Context: an optimization exercise on an open-source flow, tuned for small area and a short achievable clock period. The choices shown serve that exercise and are no tape-out recipe. Where RTL was checked, it was by simulation tests only, not by an equivalence proof against the original. Power figures rest on the tool's default switching activity, not on a simulated workload.

Design rob_top, start of the top module:
module rob_top (
    input  logic         clk,
    input  logic         rst_n,
    input  logic         alloc_en,
    input  logic [27:0]  alloc_lanes,
    output logic [7:0]   tail_ids,
    input  logic [116:0] cdb,
    output logic [23:0]  commit_lanes,
    output logic         flush,
    output logic [31:0]  redirect_pc,
    output logic         full,
    output logic [1:0]   status
);
    localparam int N    = rob_cfg_pkg::ROB_DEPTH;
    localparam int NP   = N / 2;
    localparam int NCDB = rob_cfg_pkg::CDB_CHANNELS;
    function automatic logic [3:0] inc4(input logic [3:0] x);
        inc4 = {x[3] ^ (x[2] & x[1] & x[0]), x[2] ^ (x[1] & x[0]), x[1] ^ x[0], !x[0]};
    endfunction
    function automatic logic [3:0] dec4(input logic [3:0] x);
        dec4 = {x[3] ^ !(x[2] | x[1] | x[0]), x[2] ^ !(x[1] | x[0]), x[1] ^ !x[0], !x[0]};
    endfunction
  ...
Size: ~220 I/O pins, ~14,000 sq um of cells after synthesis.
==> flow/config.mk <==
export PLATFORM = sky130hd
export DESIGN_NAME = rob_top
export DESIGN_NICKNAME = rob_top
export VERILOG_FILES = /design/flow/design.v
export SDC_FILE = /design/flow/constraint.sdc
export NUM_CORES = 4
export LEC_CHECK = 0
export ABC_AREA = 1
export CAP_MARGIN = 20
export CORE_MARGIN = 2
export CORE_UTILIZATION = 40
export CTS_CLUSTER_DIAMETER = 80
export CTS_CLUSTER_SIZE = 30
export PLACE_DENSITY = 0.6
export SETUP_SLACK_MARGIN = 3.8
export SLEW_MARGIN = 20
==> flow/constraint.sdc <==
create_clock -name core_clock -period 7.0 [get_ports {clk}]
set_input_delay 1.4000 -clock core_clock [delete_from_list [all_inputs] [get_ports {clk}]]
set_output_delay 1.4000 -clock core_clock [all_outputs]
set_load 0.01 [all_outputs]
standard.sh (not shown) runs the stock make flow with config.mk's settings and CLKGATE_MAP_FILE= SYNTH_SCRIPT=/design/flow/synth_recipe.tcl, a recipe that flattens the netlist after the stock synthesis.
==> flow/flow/run.sh <==
#!/bin/bash
# The standard layout (standard.sh), with one change: the port buffers
# that global placement inserts are plain sky130_fd_sc_hd__buf_1 cells
# instead of the delay cells buffer_ports picks by default.
# make's full output goes to standard.log; ORFS keeps each step's log
# under orfs/logs/.
set -euo pipefail
export BUFFER_PORTS_ARGS="-buffer_cell sky130_fd_sc_hd__buf_1"
bash standard.sh > standard.log 2>&1
The baseline ran to the end with no violations.
Next try:
- SETUP_SLACK_MARGIN: 3.8 -> 4.1
After rerunning:
- The changed run ran to the end with no violations
- clock skew stays flat
- core utilization increases by 2.2 points
- via count increases by 3.2%
- power increases by 7.7%
- routed wire length increases by 4.9%
- register-to-register slack gets better by 130 ps
- global-route usage increases by 0.99 points
- worst setup slack gets better by 110 ps
- hold slack gets better by 5.3 ps
Next try:
- SETUP_SLACK_MARGIN: 4.1 -> 3.95
After rerunning:
- The changed run went through all stages and came out clean
- maximum frequency is higher by 0.54%
- register-to-register slack got worse by 30 ps
- routed wire length is lower by 3.2%
- hold slack got worse by 4.5 ps
- non-clock buffer count is lower by 31

---

The RTL this note starts from:
==> flow/design.v <==
`timescale 1ns/1ps
`default_nettype none
package rob_cfg_pkg;
    localparam int WAY = 2;
    localparam int ROB_DEPTH    = 16;
    localparam int ROB_ID_WIDTH = 4;
    localparam int ARCH_WIDTH = 5;
    localparam int PRF_WIDTH  = 6;
    localparam int CDB_CHANNELS = 3;
    localparam int FULL_THRESHOLD = 2 * WAY;
    typedef logic [ROB_ID_WIDTH-1:0] rob_id_t;
    typedef logic [ROB_ID_WIDTH:0]   rob_ptr_t;
endpackage
`default_nettype wire
`timescale 1ns/1ps
`default_nettype none
module rob_top (
    input  logic         clk,
    input  logic         rst_n,
    input  logic         alloc_en,
    input  logic [27:0]  alloc_lanes,
    output logic [7:0]   tail_ids,
    input  logic [116:0] cdb,
    output logic [23:0]  commit_lanes,
    output logic         flush,
    output logic [31:0]  redirect_pc,
    output logic         full,
    output logic [1:0]   status
);
    localparam int N    = rob_cfg_pkg::ROB_DEPTH;
    localparam int NP   = N / 2;
    localparam int NCDB = rob_cfg_pkg::CDB_CHANNELS;
    function automatic logic [3:0] inc4(input logic [3:0] x);
        inc4 = {x[3] ^ (x[2] & x[1] & x[0]), x[2] ^ (x[1] & x[0]), x[1] ^ x[0], !x[0]};
    endfunction
    function automatic logic [3:0] dec4(input logic [3:0] x);
        dec4 = {x[3] ^ !(x[2] | x[1] | x[0]), x[2] ^ !(x[1] | x[0]), x[1] ^ !x[0], !x[0]};
    endfunction
    function automatic logic [2:0] inc3(input logic [2:0] x);
        inc3 = {x[2] ^ (x[1] & x[0]), x[1] ^ x[0], !x[0]};
    endfunction
    function automatic logic lt4(input logic [3:0] a, input logic [3:0] b);
        logic [3:0] e;
        e = ~(a ^ b);
        lt4 = (!a[3] && b[3])
            || (e[3] && !a[2] && b[2])
            || (e[3] && e[2] && !a[1] && b[1])
            || (e[3] && e[2] && e[1] && !a[0] && b[0]);
    endfunction
    logic [N-1:0]  st_a, st_b;
    logic [10:0]   e_d [N];     
    logic [3:0]  head;
    logic [2:0]  tail3;         
    logic [3:0]  occ;           
    logic        full_r, empty_r;
    logic        c0_r, c1_r, flush_r;
    logic [10:0] l0_r, l1_r;
    logic        mp_v;          
    logic [3:0]  mp_id;         
    logic [31:0] mp_pc;
    assign tail_ids     = {tail3, 1'b1, tail3, 1'b0};
    assign full         = full_r;
    assign status       = {full_r, empty_r};
    assign flush        = flush_r;
    assign redirect_pc  = mp_pc;
    assign commit_lanes = {c1_r, l1_r, c0_r, l0_r};
    logic [NCDB-1:0]       cv, ctk;
    logic [NCDB-1:0][3:0]  cid;
    logic [NCDB-1:0][31:0] cpc;
    logic [1:0]            la, lb, ldai;
    logic [1:0][10:0]      ld;
    always_comb begin
        for (int c = 0; c < NCDB; c++) begin
            cv[c]  = cdb[c*39 + 38];
            cid[c] = cdb[c*39 + 34 +: 4];
            ctk[c] = cdb[c*39 + 32];
            cpc[c] = cdb[c*39 +: 32];
        end
        for (int l = 0; l < 2; l++) begin
            ld[l]   = alloc_lanes[l*14 + 3 +: 11];
            ldai[l] = alloc_lanes[l*14 + 2];
            la[l] = !alloc_lanes[l*14 + 2] && (!alloc_lanes[l*14 + 1] ||  alloc_lanes[l*14 + 0]);
            lb[l] = !alloc_lanes[l*14 + 2] && (!alloc_lanes[l*14 + 1] || !alloc_lanes[l*14 + 0]);
        end
    end
    logic       clr, acc;
    logic [3:0] hn, hn1, k, k_in;
    logic       k0, k1, kge2, kge11, kge13;
    assign clr  = !rst_n || flush_r;
    assign acc  = alloc_en && !full_r;
    assign hn   = c1_r ? inc4(inc4(head)) : c0_r ? inc4(head) : head;
    assign hn1  = inc4(hn);
    assign k    = c1_r ? dec4(dec4(occ)) : c0_r ? dec4(occ) : occ;
    assign k0    = (k == 4'd0);
    assign k1    = (k == 4'd1);
    assign kge2  = k[3] || k[2] || k[1];
    assign kge11 = k[3] && (k[2] || (k[1] && k[0]));
    assign kge13 = k[3] && k[2] && (k[1] || k[0]);
    assign k_in  = {k[3] ^ (k[2] & k[1]), k[2] ^ k[1], !k[1], k[0]};    
    always_ff @(posedge clk) begin
        if (clr) begin
            head    <= '0;
            tail3   <= '0;
            occ     <= '0;
            full_r  <= 1'b0;
            empty_r <= 1'b1;
        end else begin
            head    <= hn;
            tail3   <= acc ? inc3(tail3) : tail3;
            occ     <= acc ? k_in : k;
            full_r  <= acc ? kge11 : kge13;
            empty_r <= !acc && k0;
        end
    end
    logic [N-1:0] hit;
    always_comb begin
        for (int i = 0; i < N; i++) begin
            hit[i] = 1'b0;
            for (int c = 0; c < NCDB; c++)
                if (cv[c] && (cid[c] == 4'(i))) hit[i] = 1'b1;
        end
    end
    always_ff @(posedge clk) begin
        for (int i = 0; i < N; i++) begin
            if (tail3 == 3'(i / 2)) e_d[i] <= ld[i%2];
            if (hit[i]) begin
                st_a[i] <= 1'b0;
                st_b[i] <= 1'b0;
            end else if (tail3 == 3'(i / 2)) begin
                st_a[i] <= la[i%2];
                st_b[i] <= lb[i%2];
            end
        end
    end
    logic [2:0]  pe, po;
    logic [10:0] dev, dod, ds0, ds1;
    logic        aev, bev, aod, bod, sa0, sb0, sa1, sb1;
    logic        hit0, hit1, cmis0, cmis1;
    logic        rdy0, rdy1, live0, live1, mis0, mis1, c0_n, c1_n;
    assign po  = hn[3:1];
    assign pe  = hn1[3:1];
    assign dev = e_d[{pe, 1'b0}];
    assign dod = e_d[{po, 1'b1}];
    assign aev = st_a[{pe, 1'b0}];
    assign bev = st_b[{pe, 1'b0}];
    assign aod = st_a[{po, 1'b1}];
    assign bod = st_b[{po, 1'b1}];
    assign ds0 = hn[0] ? dod : dev;
    assign ds1 = hn[0] ? dev : dod;
    assign sa0 = hn[0] ? aod : aev;
    assign sb0 = hn[0] ? bod : bev;
    assign sa1 = hn[0] ? aev : aod;
    assign sb1 = hn[0] ? bev : bod;
    always_comb begin
        hit0 = 1'b0; hit1 = 1'b0; cmis0 = 1'b0; cmis1 = 1'b0;
        for (int c = 0; c < NCDB; c++) begin
            if (cv[c] && (cid[c] == hn)) begin
                hit0  = 1'b1;
                cmis0 = cmis0 || (ctk[c] ? (!sa0 && sb0) : (sa0 && !sb0));
            end
            if (cv[c] && (cid[c] == hn1)) begin
                hit1  = 1'b1;
                cmis1 = cmis1 || (ctk[c] ? (!sa1 && sb1) : (sa1 && !sb1));
            end
        end
    end
    assign live0 = !k0 || acc;
    assign live1 = kge2 || acc;
    assign rdy0  = !k0 ? ((!sa0 && !sb0) || hit0) : ldai[0];
    assign rdy1  = kge2 ? ((!sa1 && !sb1) || hit1) : k1 ? ldai[0] : ldai[1];
    assign mis0  = !k0 && ((mp_v && (mp_id == hn))  || cmis0);
    assign mis1  = kge2 && ((mp_v && (mp_id == hn1)) || cmis1);
    assign c0_n  = !clr && live0 && rdy0;
    assign c1_n  = c0_n && !mis0 && live1 && rdy1;
    always_ff @(posedge clk) begin
        c0_r    <= c0_n;
        c1_r    <= c1_n;
        flush_r <= c0_n && (mis0 || (live1 && rdy1 && mis1));
        l0_r    <= !k0 ? ds0 : ld[0];
        l1_r    <= kge2 ? ds1 : k1 ? ld[0] : ld[1];
    end
    logic [NCDB-1:0] cmis, cwrap, cbeat, csel;
    logic            hwrap;
    assign hwrap = lt4(mp_id, head);
    always_comb begin
        for (int c = 0; c < NCDB; c++) begin
            cmis[c]  = cv[c] && (ctk[c] ? !st_a[cid[c]] : !st_b[cid[c]]);
            cwrap[c] = lt4(cid[c], head);
            cbeat[c] = !mp_v || (lt4(cid[c], mp_id) ^ cwrap[c] ^ hwrap);
        end
        for (int c = 0; c < NCDB; c++) begin
            csel[c] = cmis[c] && cbeat[c];
            for (int d = 0; d < NCDB; d++)
                if (d != c)
                    csel[c] = csel[c] && (!cmis[d] || (lt4(cid[c], cid[d]) ^ cwrap[c] ^ cwrap[d]));
        end
    end
    always_ff @(posedge clk) begin
        if (clr) mp_v <= 1'b0;
        else     mp_v <= mp_v || (|cmis);
        if (csel[0]) begin
            mp_pc <= cpc[0];
            mp_id <= cid[0];
        end else if (csel[1]) begin
            mp_pc <= cpc[1];
            mp_id <= cid[1];
        end else if (csel[2]) begin
            mp_pc <= cpc[2];
            mp_id <= cid[2];
        end
    end
endmodule
`default_nettype wire
Settings: LEC_CHECK=0, ABC_AREA=1, CAP_MARGIN=20, CORE_MARGIN=2, CORE_UTILIZATION=40, CTS_CLUSTER_DIAMETER=80, CTS_CLUSTER_SIZE=30, PLACE_DENSITY=0.6, SETUP_SLACK_MARGIN=4.0, SLEW_MARGIN=20; clock period 7.0 ns.
Scripts as last shown in full above: flow/flow/run.sh
The starting point completed without violations.
Rerun with:
==> flow/run.sh (new file) <==
#!/bin/bash
# synth_recipe.tcl (not shown) runs the flow's synth.tcl, then flattens the netlist and writes it again
# the make line also repeats each setting of config.mk as NAME=value (left out here)
make -C /OpenROAD-flow-scripts/flow DESIGN_CONFIG=/design/flow/config.mk WORK_HOME=/design/flow/orfs CLKGATE_MAP_FILE= SYNTH_SCRIPT=/design/flow/synth_recipe.tcl finish
--- a/flow/config.mk
+++ b/flow/config.mk
@@ -12,2 +12 @@
-export CTS_CLUSTER_DIAMETER = 80
-export CTS_CLUSTER_SIZE = 30
+export CTS_BUF_LIST = sky130_fd_sc_hd__clkbuf_4 sky130_fd_sc_hd__clkbuf_8
@@ -15 +14 @@
-export SETUP_SLACK_MARGIN = 4.0
+export SETUP_SLACK_MARGIN = 4.3
removed: flow/flow/run.sh
removed: flow/standard.sh
The changed run completed without violations.
Power rises by about 23%.
Final cell count rises by 5.0%.
Register-to-register slack gets worse by 0.12 ns.
Worst setup slack gets better by 0.11 ns.
Die area does not change.
Global-route usage rises by 2.7 points.
Via count rises by 5.7%.
Hold slack gets worse by 0.010 ns.
Wire length rises by about 11%.
Count of clock-buffer cells in the layout rises by 58.
Synthesized area stays the same.
Rerun with:
==> flow/flow/run.sh (new file) <==
#!/bin/bash
# The standard layout (standard.sh), with one change: the port buffers
# that global placement inserts are plain sky130_fd_sc_hd__buf_1 cells
# instead of the delay cells buffer_ports picks by default.
# make's full output goes to standard.log; ORFS keeps each step's log
# under orfs/logs/.
set -euo pipefail
export BUFFER_PORTS_ARGS="-buffer_cell sky130_fd_sc_hd__buf_1"
bash standard.sh > standard.log 2>&1
==> flow/standard.sh (new file) <==
#!/bin/bash
# synth_recipe.tcl (not shown) runs the flow's synth.tcl, then flattens the netlist and writes it again
# the make line also repeats each setting of config.mk as NAME=value (left out here)
make -C /OpenROAD-flow-scripts/flow DESIGN_CONFIG=/design/flow/config.mk WORK_HOME=/design/flow/orfs CLKGATE_MAP_FILE= SYNTH_SCRIPT=/design/flow/synth_recipe.tcl "${@:-finish}"
--- a/flow/config.mk
+++ b/flow/config.mk
@@ -11,4 +11,5 @@
-export CORE_UTILIZATION = 40
-export CTS_BUF_LIST = sky130_fd_sc_hd__clkbuf_4 sky130_fd_sc_hd__clkbuf_8
-export PLACE_DENSITY = 0.6
-export SETUP_SLACK_MARGIN = 4.3
+export CORE_UTILIZATION = 55
+export CTS_CLUSTER_DIAMETER = 80
+export CTS_CLUSTER_SIZE = 30
+export PLACE_DENSITY = 0.7
+export SETUP_SLACK_MARGIN = 3.6
removed: flow/run.sh
Result: The changed run produced a clean layout. Critical path depth went down by 2. Total power went down by about 25%. First-iteration DRC count went up by about 9%. Die area went down by about 27%. Sequential power went down by about 2%. Cell area went down by about 20%. Worst hold slack is better by 0.0091 ns. Combinational power went down by 30%. Core utilization went up by 5.8 points. Flip-flop and latch count is unchanged.
Function was not checked in any run of this note: the RTL went through the layout flow alone.

-- re-timing with driven ports --
No port has a modelled driver above. Below, the same layouts with a new extraction and two added sets of constraints.
Step 1: set_driving_cell puts a clkbuf_16 on clk and a buf_2 on each other input, an assumption about the parent block.
Step 2 adds t to the input delays and takes it off the output delays; t is the mean of the earliest and latest rising clock arrival at the registers after step 1. Input paths then give back, and output paths get back, about the clock's delay inside the block.
a / b / c = no drivers / after step 1 / after step 2; a / b = the first two.
run | t (ns) | setup WS [ns] | hold slack, ns | pins driven straight from the clock port
the first run of note 1 | 0.571 | 3.834 / 3.840 / 3.269 | 0.462 / 0.462 / 0.462 | 1
the second run of note 1 | 0.575 | 3.942 / 3.939 / 3.365 | 0.467 / 0.467 / 0.467 | 1
the third run of note 1 | 0.575 | 3.958 / 3.979 / 3.404 | 0.462 / 0.462 / 0.462 | 1
the first run of note 2 | 0.587 | 3.574 / 3.546 / 2.960 | 0.473 / 0.473 / 0.473 | 1
the second run of note 2 | 0.684 | 3.680 / 3.645 / 2.961 | 0.462 / 0.462 / 0.462 | 1
the third run of note 2 | 0.562 | 3.604 / 3.583 / 3.021 | 0.472 / 0.472 / 0.472 | 1
After both steps setup and hold are still met in every run listed. The setup slack of the second run of note 2, which loses most, moves by -0.035 ns with the drivers and by -0.719 ns with both steps.
